From an optimization exercise on the open Yosys and OpenROAD flow, aimed at small area and few clock cycles per item; shortcuts taken in it are not production practice. Function was checked by simulation only, so behaviour that the tests miss may differ from the original.

==> flow/design.v <==
`timescale 1ns / 1ps
`default_nettype none
package ufd_pkg;
	localparam int unsigned FIELD_WIDTH = 32;
	localparam int unsigned QUOT_WIDTH  = 64;
	localparam int unsigned BITS_PER_CLK = 6;
	localparam int unsigned RW = 33;
endpackage
`default_nettype wire
`timescale 1ns / 1ps
`default_nettype none
module ufd_stage (
	input  wire logic [ufd_pkg::RW-1:0] ws_i,
	input  wire logic [ufd_pkg::RW-1:0] wc_i,    
	input  wire logic [1:0]             n_i,     
	input  wire logic [31:0]            d,
	output logic [ufd_pkg::RW-1:0]      ws_o,
	output logic [ufd_pkg::RW-1:0]      wc_o,
	output logic [1:0]                  qp,      
	output logic [1:0]                  qn       
);
	localparam int unsigned YW = ufd_pkg::RW + 2;
	logic signed [6:0] est;
	logic signed [6:0] m2, m1, m0, mm1;
	logic          pos, neg, two;
	logic [YW-1:0] ys;
	logic [YW-1:0] yc;
	logic [YW-1:0] nmag;
	logic [YW-1:0] op;
	logic [YW-1:0] sum;
	logic [YW-1:0] cry;
	always_comb begin
		case (d[30:28])
			3'd0:    begin m2 = 7'sd12; mm1 = -7'sd13; end
			3'd1:    begin m2 = 7'sd14; mm1 = -7'sd15; end
			3'd2:    begin m2 = 7'sd15; mm1 = -7'sd16; end
			3'd3:    begin m2 = 7'sd16; mm1 = -7'sd17; end
			3'd4:    begin m2 = 7'sd18; mm1 = -7'sd19; end
			3'd5:    begin m2 = 7'sd19; mm1 = -7'sd20; end
			3'd6:    begin m2 = 7'sd20; mm1 = -7'sd21; end
			default: begin m2 = 7'sd22; mm1 = -7'sd23; end
		endcase
		m1 = d[30] ? 7'sd6 : 7'sd4;
		m0 = d[30] ? -7'sd7 : -7'sd5;
	end
	always_comb begin
		est = ws_i[ufd_pkg::RW-1 -: 7] + wc_i[ufd_pkg::RW-1 -: 7];
		pos = (est >= m1);
		neg = (est < m0);
		two = pos ? (est >= m2) : (est < mm1);
		qp  = {pos & two, pos & ~two};
		qn  = {neg & two, neg & ~two};
		ys  = {ws_i, n_i};
		yc  = {wc_i, 1'b0, pos};
		nmag = ~(two ? {{(YW-33){1'b0}}, d, 1'b0} : {{(YW-32){1'b0}}, d});
		for (int j = 0; j < YW; j++) begin
			op[j] = nmag[j] ? pos : neg;
		end
		sum = ys ^ yc ^ op;
		cry = (ys & yc) | (ys & op) | (yc & op);
		ws_o = sum[ufd_pkg::RW-1:0];
		wc_o = {cry[ufd_pkg::RW-2:0], 1'b0};
	end
endmodule
`default_nettype wire
`timescale 1ns / 1ps
`timescale 1ns / 1ps
`default_nettype none
module unsigned_fractional_divider (
	input  wire logic                            clk,
	input  wire logic                            arst_n,
	input  wire logic                            in_valid,
	output logic                                 in_ready,
	input  wire logic [ufd_pkg::FIELD_WIDTH-1:0] in_dividend,
	input  wire logic [ufd_pkg::FIELD_WIDTH-1:0] in_divisor,
	output logic                                 out_valid,
	input  wire logic                            out_ready,
	output logic [ufd_pkg::QUOT_WIDTH-1:0]       out_quotient
);
	localparam int unsigned B  = ufd_pkg::BITS_PER_CLK;
	localparam int unsigned K  = B / 2;             
	localparam int unsigned RW = ufd_pkg::RW;
	logic [3:0]    cnt_q;      
	logic          done_q;     
	logic [RW-1:0] ws_q;
	logic [RW-1:0] wc_q;
	logic [30:0]   d_q;        
	logic [B:0]    nb_q;       
	logic [63:0]   q_q;        
	logic [B-1:0]  pp_q;       
	logic [B-1:0]  pn_q;       
	logic          held_q;     
	logic          corr_q;     
	logic          busy;
	logic          load;
	assign busy      = (cnt_q != 4'd0);
	assign in_ready  = ~busy & (~done_q | out_ready);
	assign load      = in_valid & in_ready;
	assign out_valid = done_q;
	logic        bz;
	logic        az;
	logic        quick;        
	logic [4:0]  s;
	logic [31:0] x16, x8, x4, x2, x1;
	logic [2:0]  p;            
	logic [3:0]  cnt_init;
	logic [31+B-1:0] y;        
	always_comb begin
		bz   = (in_divisor == 32'd0);
		az   = (in_dividend == 32'd0);
		quick = bz | az;
		s[4] = (in_divisor[31:16] == 16'd0);
		x16  = s[4] ? {in_divisor[15:0], 16'd0} : in_divisor;
		s[3] = (x16[31:24] == 8'd0);
		x8   = s[3] ? {x16[23:0], 8'd0} : x16;
		s[2] = (x8[31:28] == 4'd0);
		x4   = s[2] ? {x8[27:0], 4'd0} : x8;
		s[1] = (x4[31:30] == 2'd0);
		x2   = s[1] ? {x4[29:0], 2'd0} : x4;
		s[0] = ~x2[31];
		x1   = s[0] ? {x2[30:0], 1'b0} : x2;
		p        = '0;
		cnt_init = '0;
		for (int k = 0; k < 32; k++) begin
			if (s == 5'(k)) begin
				p        = 3'((B - ((34 + k) % B)) % B);
				cnt_init = 4'((34 + k + (B - ((34 + k) % B)) % B) / B);
			end
		end
		y        = {in_dividend, {(B-1){1'b0}}} >> p;
	end
	logic [RW-1:0] ws_s [K+1];
	logic [RW-1:0] wc_s [K+1];
	logic [B-1:0]  dp;         
	logic [B-1:0]  dn;         
	assign ws_s[0] = ws_q;
	assign wc_s[0] = wc_q;
	for (genvar i = 0; i < K; i++) begin : g_step
		ufd_stage u_step (
			.ws_i (ws_s[i]),
			.wc_i (wc_s[i]),
			.n_i  (nb_q[B-2*i -: 2]),
			.d    ({1'b1, d_q}),
			.ws_o (ws_s[i+1]),
			.wc_o (wc_s[i+1]),
			.qp   (dp[B-1-2*i -: 2]),
			.qn   (dn[B-1-2*i -: 2])
		);
	end
	logic [RW-1:0] rem;
	logic          rneg;
	logic          corr;
	logic [B+1:0]  lo;
	logic [63-B:0] tz;         
	logic [63:0]   q_n;
	always_comb begin
		rem   = ws_q + wc_q;
		rneg  = held_q ? corr_q : rem[RW-1];
		corr  = ~busy & rneg;
		lo    = {2'b00, pp_q} - {2'b00, pn_q} - {{(B+1){1'b0}}, corr};
		tz[0] = 1'b1;
		for (int i = 1; i <= 63 - B; i++) begin
			tz[i] = tz[i-1] & ~q_q[i-1];
		end
		q_n   = {q_q[63-B:0] ^ ({(64-B){lo[B+1]}} & tz), lo[B-1:0]};
	end
	assign out_quotient = q_n;
	always_ff @(posedge clk or negedge arst_n) begin
		if (!arst_n) begin
			cnt_q  <= 4'd0;
			done_q <= 1'b0;
		end else if (load) begin
			cnt_q  <= quick ? 4'd0 : cnt_init;
			done_q <= quick;
		end else if (busy) begin
			cnt_q  <= cnt_q - 4'd1;
			done_q <= (cnt_q == 4'd1);
		end else if (out_ready) begin
			done_q <= 1'b0;
		end
	end
	always_ff @(posedge clk) begin
		if (load) begin
			ws_q <= RW'(y[31+B-1:B+1]);
			wc_q <= '0;
			nb_q <= y[B:0];
		end else begin
			ws_q <= ws_s[K];
			wc_q <= wc_s[K];
			nb_q <= {nb_q[0], {B{1'b0}}};
		end
		held_q <= done_q & ~out_ready;
		corr_q <= rneg;
	end
	always_ff @(posedge clk) begin
		if (load) begin
			d_q  <= x1[30:0];
			q_q  <= '0;
			pp_q <= '0;
			pn_q <= {{(B-1){1'b0}}, bz};
		end else if (busy) begin
			q_q  <= q_n;
			pp_q <= dp;
			pn_q <= dn;
		end
	end
endmodule
`default_nettype wire
==> flow/config.mk <==
export PLATFORM = sky130hd
export DESIGN_NAME = unsigned_fractional_divider
export DESIGN_NICKNAME = unsigned_fractional_divider
export VERILOG_FILES = /design/flow/design.v
export SDC_FILE = /design/flow/constraint.sdc
export NUM_CORES = 4
export LEC_CHECK = 0
export ABC_AREA = 1
export CAP_MARGIN = 20
export CORE_MARGIN = 2
export CORE_UTILIZATION = 40
export CTS_CLUSTER_SIZE = 30
export SLEW_MARGIN = 20
==> flow/constraint.sdc <==
create_clock -name core_clock -period 10.0 [get_ports {clk}]
set_input_delay 2.0000 -clock core_clock [delete_from_list [all_inputs] [get_ports {clk}]]
set_output_delay 2.0000 -clock core_clock [all_outputs]
set_load 0.01 [all_outputs]
standard.sh (not shown) runs the stock make flow with config.mk's settings and CLKGATE_MAP_FILE= SYNTH_SCRIPT=/design/flow/synth_recipe.tcl, a recipe that flattens the netlist after the stock synthesis.
==> flow/flow/run.sh <==
#!/bin/bash
# Standard layout, with the port buffers made from the smallest buffer cell.
set -o pipefail
export BUFFER_PORTS_ARGS="-buffer_cell sky130_fd_sc_hd__buf_1"
bash standard.sh finish > standard.log 2>&1
Testbench counts at the start, summed over its fixed seeds: cycles 60,775, items 8,000.
Rerun with:
--- a/flow/config.mk
+++ b/flow/config.mk
@@ -10,4 +10,5 @@
 export CORE_MARGIN = 2
 export CORE_UTILIZATION = 40
-export CTS_CLUSTER_SIZE = 30
+export CTS_CLUSTER_DIAMETER = 80
+export CTS_CLUSTER_SIZE = 40
 export SLEW_MARGIN = 20
=> Wire length stays the same; maximum frequency stays the same; design area stays the same; synthesized cell count stays the same; die area is unchanged; cell count is unchanged; sequential cell count does not change; core utilization is unchanged; count of clock-buffer cells in the layout is unchanged; via count does not change.
Rerun with:
--- a/flow/config.mk
+++ b/flow/config.mk
@@ -10,5 +10,3 @@
 export CORE_MARGIN = 2
 export CORE_UTILIZATION = 40
-export CTS_CLUSTER_DIAMETER = 80
-export CTS_CLUSTER_SIZE = 40
 export SLEW_MARGIN = 20
Effect:
- The changed run went through all stages and came out clean
- wire length does not change
- via count does not change
- setup slack does not change
- die area is unchanged
- sequential share of layout area is unchanged
- global-route usage is unchanged
- worst hold slack stays the same
- critical path depth is unchanged

## re-timing with driven ports
No port has a modelled driver above. Below, the same layouts with a new extraction and two added sets of constraints.
Step 1 sets driving cells, clkbuf_16 on the clock port and buf_2 on the other inputs (assumed; they add their load-dependent delay and slew).
Step 2, shift: input delay + t, output delay - t, t = (earliest + latest rising clock arrival at the registers) / 2. This alone moves slack from input paths to output paths.
Three values: no drivers, after step 1, after step 2; two values: the first two.
run	t (ns)	setup WS [ns]	hold WS [ns]
the first run	0.502	0.514 / 0.514 / 0.514	0.463 / 0.463 / 0.463
the second run	0.502	0.514 / 0.514 / 0.514	0.463 / 0.463 / 0.463
the third run	0.502	0.514 / 0.514 / 0.514	0.463 / 0.463 / 0.463
After both steps setup and hold are still met in every run listed.
